From an optimization exercise on the open Yosys and OpenROAD flow, aimed at small area and a short achievable clock period; shortcuts taken in it are not production practice.
The RTL was checked by simulation tests, not by an equivalence proof against the original design.
Power and IR drop assume default switching activity.

==> flow/design.v <==
module chan_reload_streamer #(
  parameter int FIFO_AW = 6,
  parameter int DATA_W  = 32
) (
  input  logic              user_clk,
  input  logic              user_rstn,
  input  logic [DATA_W-1:0] cfg_reload_data,
  input  logic              cfg_reload_update,
  input  logic              cfg_reload_last,
  input  logic              cfg_chan_reset,
  output logic [DATA_W-1:0] m_axis_reload_tdata,
  output logic              m_axis_reload_tvalid,
  output logic              m_axis_reload_tlast,
  input  logic              m_axis_reload_tready,
  output logic [7:0]        m_axis_config_tdata,
  output logic              m_axis_config_tvalid,
  input  logic              m_axis_config_tready,
  output logic              status_reload_overflow,
  output logic              status_reload_busy,
  output logic [15:0]       status_frames_done
);
  localparam int DEPTH = 1 << FIFO_AW;
  localparam int W     = DATA_W + 1;
  logic [W-1:0]       r_mem [DEPTH];
  logic [W-1:0]       r_sd;           
  logic               r_sv;           
  logic [7:0]         r_whi;          
  logic [7:0]         r_wlo;          
  logic [FIFO_AW:0]   r_wc;           
  logic [FIFO_AW:0]   r_rc;           
  logic [FIFO_AW:0]   r_pin;          
  logic [FIFO_AW:0]   r_pout;         
  logic [DEPTH-1:0]   r_rsel;         
  logic [FIFO_AW:0]   r_nw;           
  logic [FIFO_AW:0]   r_nf;           
  logic [W-1:0]       r_rd0;          
  logic [W-1:0]       r_rd1;          
  logic [W-1:0]       w_rdr;
  logic               r_rdv;          
  logic [W-1:0]       r_sk;           
  logic               r_skv;
  logic               r_full;         
  logic               r_busy;         
  logic               r_pnz;          
  logic               r_pge2;         
  logic               r_upd_q;
  logic               r_ovf;
  logic [15:0]        r_fd;
  logic               r_tv;
  logic               r_tl;
  logic [DATA_W-1:0]  r_td;
  logic             w_push_req;
  logic             w_push;
  logic             w_hs;
  logic             w_hs_last;
  logic             w_hold;
  logic             w_adv;
  logic             w_take;
  logic             w_fetch;
  logic [W-1:0]     w_head;
  logic             w_pinc;
  logic [FIFO_AW:0] w_cnt;
  logic [FIFO_AW:0] w_pend;
  logic             w_cnt_eq1;
  logic             w_cnt_ge2;
  logic             w_cnt_eq63;
  logic             w_pend_ge3;
  logic [W-1:0]     w_rd0;
  logic [W-1:0]     w_rd1;
  assign w_push_req = cfg_reload_update & ~r_upd_q & ~cfg_chan_reset;
  assign w_push     = w_push_req & ~r_full;
  assign w_hs       = r_tv & m_axis_reload_tready;
  assign w_hs_last  = w_hs & r_tl;
  assign w_hold     = r_tv & ~m_axis_reload_tready;
  assign w_pinc     = r_sv & r_sd[DATA_W];
  assign w_adv      = (r_tv ? (~r_tl | r_pge2) : r_pnz) & (r_skv | r_rdv);
  assign w_take     = ~w_hold & w_adv;
  assign w_head     = r_skv ? r_sk : w_rdr;
  assign w_fetch    = (r_nw != r_nf) & ~(r_skv ? ~w_take : (r_rdv & ~w_take));
  assign w_cnt      = r_wc - r_rc;
  assign w_pend     = r_pin - r_pout;
  assign w_cnt_eq1  = (w_cnt == FIFO_AW'(1));
  assign w_cnt_ge2  = (w_cnt[FIFO_AW:1] != '0);
  assign w_cnt_eq63 = (w_cnt == (FIFO_AW + 1)'(DEPTH - 1));
  assign w_pend_ge3 = (w_pend > (FIFO_AW + 1)'(2));
  always_comb begin
    w_rd0 = '0;
    w_rd1 = '0;
    for (int i = 0; i < DEPTH / 2; i++) begin
      w_rd0 = w_rd0 | (r_mem[i] & {W{r_rsel[i]}});
      w_rd1 = w_rd1 | (r_mem[i + DEPTH / 2] & {W{r_rsel[i + DEPTH / 2]}});
    end
  end
  assign w_rdr = r_rd0 | r_rd1;
  always_ff @(posedge user_clk) begin
    r_sd  <= {cfg_reload_last, cfg_reload_data};
    r_wlo <= 8'(1) << r_wc[2:0];
    r_rd0 <= w_rd0;
    r_rd1 <= w_rd1;
    if (!r_skv && r_rdv && !w_take) r_sk <= w_rdr;
    for (int i = 0; i < DEPTH; i++)
      if (r_whi[i / 8] && r_wlo[i % 8]) r_mem[i] <= r_sd;
  end
  always_ff @(posedge user_clk or negedge user_rstn) begin
    if (!user_rstn) begin
      r_sv    <= 1'b0;
      r_whi   <= '0;
      r_wc    <= '0;
      r_rc    <= '0;
      r_pin   <= '0;
      r_pout  <= '0;
      r_rsel  <= DEPTH'(1);
      r_nw    <= '0;
      r_nf    <= '0;
      r_rdv   <= 1'b0;
      r_skv   <= 1'b0;
      r_full  <= 1'b0;
      r_busy  <= 1'b0;
      r_pnz   <= 1'b0;
      r_pge2  <= 1'b0;
      r_upd_q <= 1'b0;
      r_ovf   <= 1'b0;
      r_fd    <= '0;
      r_tv    <= 1'b0;
      r_tl    <= 1'b0;
      r_td    <= '0;
    end else begin
      r_upd_q <= cfg_reload_update;
      r_sv    <= w_push;
      r_whi   <= w_push ? 8'(1) << r_wc[5:3] : 8'd0;
      if (w_hs_last) r_fd <= r_fd + 16'd1;
      if (cfg_chan_reset) begin
        r_wc   <= '0;
        r_rc   <= '0;
        r_pin  <= '0;
        r_pout <= '0;
        r_rsel <= DEPTH'(1);
        r_nw   <= '0;
        r_nf   <= '0;
        r_rdv  <= 1'b0;
        r_skv  <= 1'b0;
        r_full <= 1'b0;
        r_busy <= 1'b0;
        r_pnz  <= 1'b0;
        r_pge2 <= 1'b0;
        r_ovf  <= 1'b0;
        r_tv   <= 1'b0;
        r_tl   <= 1'b0;
        r_td   <= '0;
      end else begin
        if (w_push_req && r_full) r_ovf <= 1'b1;
        if (w_push) r_wc <= r_wc + 1'b1;
        if (w_hs) r_rc <= r_rc + 1'b1;
        if (w_pinc) r_pin <= r_pin + 1'b1;
        if (r_sv) r_nw <= r_nw + 1'b1;
        if (w_fetch) begin
          r_nf   <= r_nf + 1'b1;
          r_rsel <= {r_rsel[DEPTH-2:0], r_rsel[DEPTH-1]};
        end
        r_rdv <= w_fetch;
        r_skv <= r_skv ? ~w_take : (r_rdv & ~w_take);
        if (w_hs_last) r_pout <= r_pout + 1'b1;
        r_full <= ~w_hs & (r_full | (w_push & w_cnt_eq63));
        r_busy <= w_push | w_cnt_ge2 | (w_cnt_eq1 & ~w_hs);
        r_pnz  <= w_pinc | (w_hs_last ? r_pge2 : r_pnz);
        r_pge2 <= w_pinc ? (w_hs_last ? r_pge2 : r_pnz) : (w_hs_last ? w_pend_ge3 : r_pge2);
        if (!w_hold) begin
          r_tv <= w_adv;
          if (w_adv) begin
            {r_tl, r_td} <= w_head;
          end else begin
            {r_tl, r_td} <= '0;
          end
        end
      end
    end
  end
  assign m_axis_reload_tdata    = r_td;
  assign m_axis_reload_tvalid   = r_tv;
  assign m_axis_reload_tlast    = r_tl;
  assign m_axis_config_tdata    = 8'h00;
  assign m_axis_config_tvalid   = 1'b0;
  assign status_reload_overflow = r_ovf;
  assign status_reload_busy     = r_busy;
  assign status_frames_done     = r_fd;
  logic w_unused_cfg_tready;
  assign w_unused_cfg_tready = m_axis_config_tready;
endmodule
==> flow/config.mk <==
export PLATFORM = sky130hd
export DESIGN_NAME = chan_reload_streamer
export DESIGN_NICKNAME = chan_reload_streamer
export VERILOG_FILES = /design/flow/design.v
export SDC_FILE = /design/flow/constraint.sdc
export NUM_CORES = 4
export LEC_CHECK = 0
export CAP_MARGIN = 20
export CORE_MARGIN = 2
export CORE_UTILIZATION = 45
export CTS_CLUSTER_DIAMETER = 60
export CTS_CLUSTER_SIZE = 30
export PLACE_DENSITY = 0.6
export SETUP_SLACK_MARGIN = 3.2
export SLEW_MARGIN = 20
==> flow/constraint.sdc <==
create_clock -name core_clock -period 5.8 [get_ports {user_clk}]
set_input_delay 1.1600 -clock core_clock [delete_from_list [all_inputs] [get_ports {user_clk}]]
set_output_delay 1.1600 -clock core_clock [all_outputs]
set_load 0.01 [all_outputs]
standard.sh (not shown) runs the stock make flow with config.mk's settings and CLKGATE_MAP_FILE= SYNTH_SCRIPT=/design/flow/synth_recipe.tcl, a recipe that flattens the netlist after the stock synthesis.
==> flow/flow/run.sh <==
#!/bin/bash
# The standard layout, with the clock tree built without dummy balancing loads.
set -euo pipefail
export CTS_ARGS="-sink_clustering_enable -repair_clock_nets -sink_clustering_size 30 -sink_clustering_max_diameter 60 -dont_use_dummy_load"
bash standard.sh > standard_flow.log 2>&1
Testbench counts at the start, summed over its fixed seeds: drain cycles 8,517.
Next try:
--- a/flow/design.v
+++ b/flow/design.v
@@ -28,20 +28,12 @@
   logic [7:0]         r_wlo;          
   logic [FIFO_AW:0]   r_wc;           
   logic [FIFO_AW:0]   r_rc;           
   logic [FIFO_AW:0]   r_pin;          
   logic [FIFO_AW:0]   r_pout;         
   logic [DEPTH-1:0]   r_rsel;         
-  logic [FIFO_AW:0]   r_nw;           
-  logic [FIFO_AW:0]   r_nf;           
-  logic [W-1:0]       r_rd0;          
-  logic [W-1:0]       r_rd1;          
-  logic [W-1:0]       w_rdr;
-  logic               r_rdv;          
-  logic [W-1:0]       r_sk;           
-  logic               r_skv;
   logic               r_full;         
   logic               r_busy;         
   logic               r_pnz;          
   logic               r_pge2;         
   logic               r_upd_q;
   logic               r_ovf;
@@ -52,71 +44,53 @@
   logic             w_push_req;
   logic             w_push;
   logic             w_hs;
   logic             w_hs_last;
   logic             w_hold;
   logic             w_adv;
-  logic             w_take;
-  logic             w_fetch;
-  logic [W-1:0]     w_head;
   logic             w_pinc;
   logic [FIFO_AW:0] w_cnt;
   logic [FIFO_AW:0] w_pend;
   logic             w_cnt_eq1;
   logic             w_cnt_ge2;
   logic             w_cnt_eq63;
   logic             w_pend_ge3;
-  logic [W-1:0]     w_rd0;
-  logic [W-1:0]     w_rd1;
+  logic [W-1:0]     w_rd;
   assign w_push_req = cfg_reload_update & ~r_upd_q & ~cfg_chan_reset;
   assign w_push     = w_push_req & ~r_full;
   assign w_hs       = r_tv & m_axis_reload_tready;
   assign w_hs_last  = w_hs & r_tl;
   assign w_hold     = r_tv & ~m_axis_reload_tready;
   assign w_pinc     = r_sv & r_sd[DATA_W];
-  assign w_adv      = (r_tv ? (~r_tl | r_pge2) : r_pnz) & (r_skv | r_rdv);
-  assign w_take     = ~w_hold & w_adv;
-  assign w_head     = r_skv ? r_sk : w_rdr;
-  assign w_fetch    = (r_nw != r_nf) & ~(r_skv ? ~w_take : (r_rdv & ~w_take));
+  assign w_adv      = r_tv ? (~r_tl | r_pge2) : r_pnz;
   assign w_cnt      = r_wc - r_rc;
   assign w_pend     = r_pin - r_pout;
   assign w_cnt_eq1  = (w_cnt == FIFO_AW'(1));
   assign w_cnt_ge2  = (w_cnt[FIFO_AW:1] != '0);
   assign w_cnt_eq63 = (w_cnt == (FIFO_AW + 1)'(DEPTH - 1));
   assign w_pend_ge3 = (w_pend > (FIFO_AW + 1)'(2));
   always_comb begin
-    w_rd0 = '0;
-    w_rd1 = '0;
-    for (int i = 0; i < DEPTH / 2; i++) begin
-      w_rd0 = w_rd0 | (r_mem[i] & {W{r_rsel[i]}});
-      w_rd1 = w_rd1 | (r_mem[i + DEPTH / 2] & {W{r_rsel[i + DEPTH / 2]}});
-    end
+    w_rd = '0;
+    for (int i = 0; i < DEPTH; i++)
+      w_rd = w_rd | (r_mem[i] & {W{r_rsel[i]}});
   end
-  assign w_rdr = r_rd0 | r_rd1;
   always_ff @(posedge user_clk) begin
     r_sd  <= {cfg_reload_last, cfg_reload_data};
     r_wlo <= 8'(1) << r_wc[2:0];
-    r_rd0 <= w_rd0;
-    r_rd1 <= w_rd1;
-    if (!r_skv && r_rdv && !w_take) r_sk <= w_rdr;
     for (int i = 0; i < DEPTH; i++)
       if (r_whi[i / 8] && r_wlo[i % 8]) r_mem[i] <= r_sd;
   end
   always_ff @(posedge user_clk or negedge user_rstn) begin
     if (!user_rstn) begin
       r_sv    <= 1'b0;
       r_whi   <= '0;
       r_wc    <= '0;
       r_rc    <= '0;
       r_pin   <= '0;
       r_pout  <= '0;
       r_rsel  <= DEPTH'(1);
-      r_nw    <= '0;
-      r_nf    <= '0;
-      r_rdv   <= 1'b0;
-      r_skv   <= 1'b0;
       r_full  <= 1'b0;
       r_busy  <= 1'b0;
       r_pnz   <= 1'b0;
       r_pge2  <= 1'b0;
       r_upd_q <= 1'b0;
       r_ovf   <= 1'b0;
@@ -132,16 +106,12 @@
       if (cfg_chan_reset) begin
         r_wc   <= '0;
         r_rc   <= '0;
         r_pin  <= '0;
         r_pout <= '0;
         r_rsel <= DEPTH'(1);
-        r_nw   <= '0;
-        r_nf   <= '0;
-        r_rdv  <= 1'b0;
-        r_skv  <= 1'b0;
         r_full <= 1'b0;
         r_busy <= 1'b0;
         r_pnz  <= 1'b0;
         r_pge2 <= 1'b0;
         r_ovf  <= 1'b0;
         r_tv   <= 1'b0;
@@ -149,28 +119,22 @@
         r_td   <= '0;
       end else begin
         if (w_push_req && r_full) r_ovf <= 1'b1;
         if (w_push) r_wc <= r_wc + 1'b1;
         if (w_hs) r_rc <= r_rc + 1'b1;
         if (w_pinc) r_pin <= r_pin + 1'b1;
-        if (r_sv) r_nw <= r_nw + 1'b1;
-        if (w_fetch) begin
-          r_nf   <= r_nf + 1'b1;
-          r_rsel <= {r_rsel[DEPTH-2:0], r_rsel[DEPTH-1]};
-        end
-        r_rdv <= w_fetch;
-        r_skv <= r_skv ? ~w_take : (r_rdv & ~w_take);
         if (w_hs_last) r_pout <= r_pout + 1'b1;
         r_full <= ~w_hs & (r_full | (w_push & w_cnt_eq63));
         r_busy <= w_push | w_cnt_ge2 | (w_cnt_eq1 & ~w_hs);
         r_pnz  <= w_pinc | (w_hs_last ? r_pge2 : r_pnz);
         r_pge2 <= w_pinc ? (w_hs_last ? r_pge2 : r_pnz) : (w_hs_last ? w_pend_ge3 : r_pge2);
         if (!w_hold) begin
           r_tv <= w_adv;
           if (w_adv) begin
-            {r_tl, r_td} <= w_head;
+            r_rsel <= {r_rsel[DEPTH-2:0], r_rsel[DEPTH-1]};
+            {r_tl, r_td} <= w_rd;
           end else begin
             {r_tl, r_td} <= '0;
           end
         end
       end
     end
What happened: Power shrinks by 7.3%; hold slack loses 0.046 ns; combinational power shrinks by 73%; cell area shrinks by 1.7%; sequential power shrinks by about 7%; synthesized area shrinks by 3.0%; die area shrinks by 2.9%; sequential share of layout area shrinks by 1.6 points; setup slack loses 0.12 ns; cell count shrinks by 4.0%; via count grows by 5.3%; synthesized cell count shrinks by 8.4%; routed wire length grows by 18%.
Testbench counts after the change, summed over its fixed seeds: drain cycles 8,517.

afterwards: timing with drivers on the ports:
The results above use ideal ports. As a check the final layouts listed here were re-extracted and re-timed, cells and wires unchanged.
Step 1: set_driving_cell puts a clkbuf_16 on user_clk and a buf_2 on each other input, an assumption about the parent block.
Step 2, shift: input delay + t, output delay - t, t = (earliest + latest rising clock arrival at the registers) / 2. This alone moves slack from input paths to output paths.
a / b / c = ideal ports / drivers / drivers and shift; a / b = the first two.
run | shift t [ns] | slack for setup (ns) | hold WS [ns] | worst setup path at the end
the first run | 0.871 | 3.251 / 3.163 / 2.506 | 0.447 / 0.392 / 0.465 | input to register
the second run | 0.909 | 3.128 / 3.107 / 2.387 | 0.401 / 0.340 / 0.478 | input to register
After both steps setup and hold are still met in every run listed. The setup slack of the first run, which loses most, moves by -0.088 ns with the drivers and by -0.745 ns with both steps.
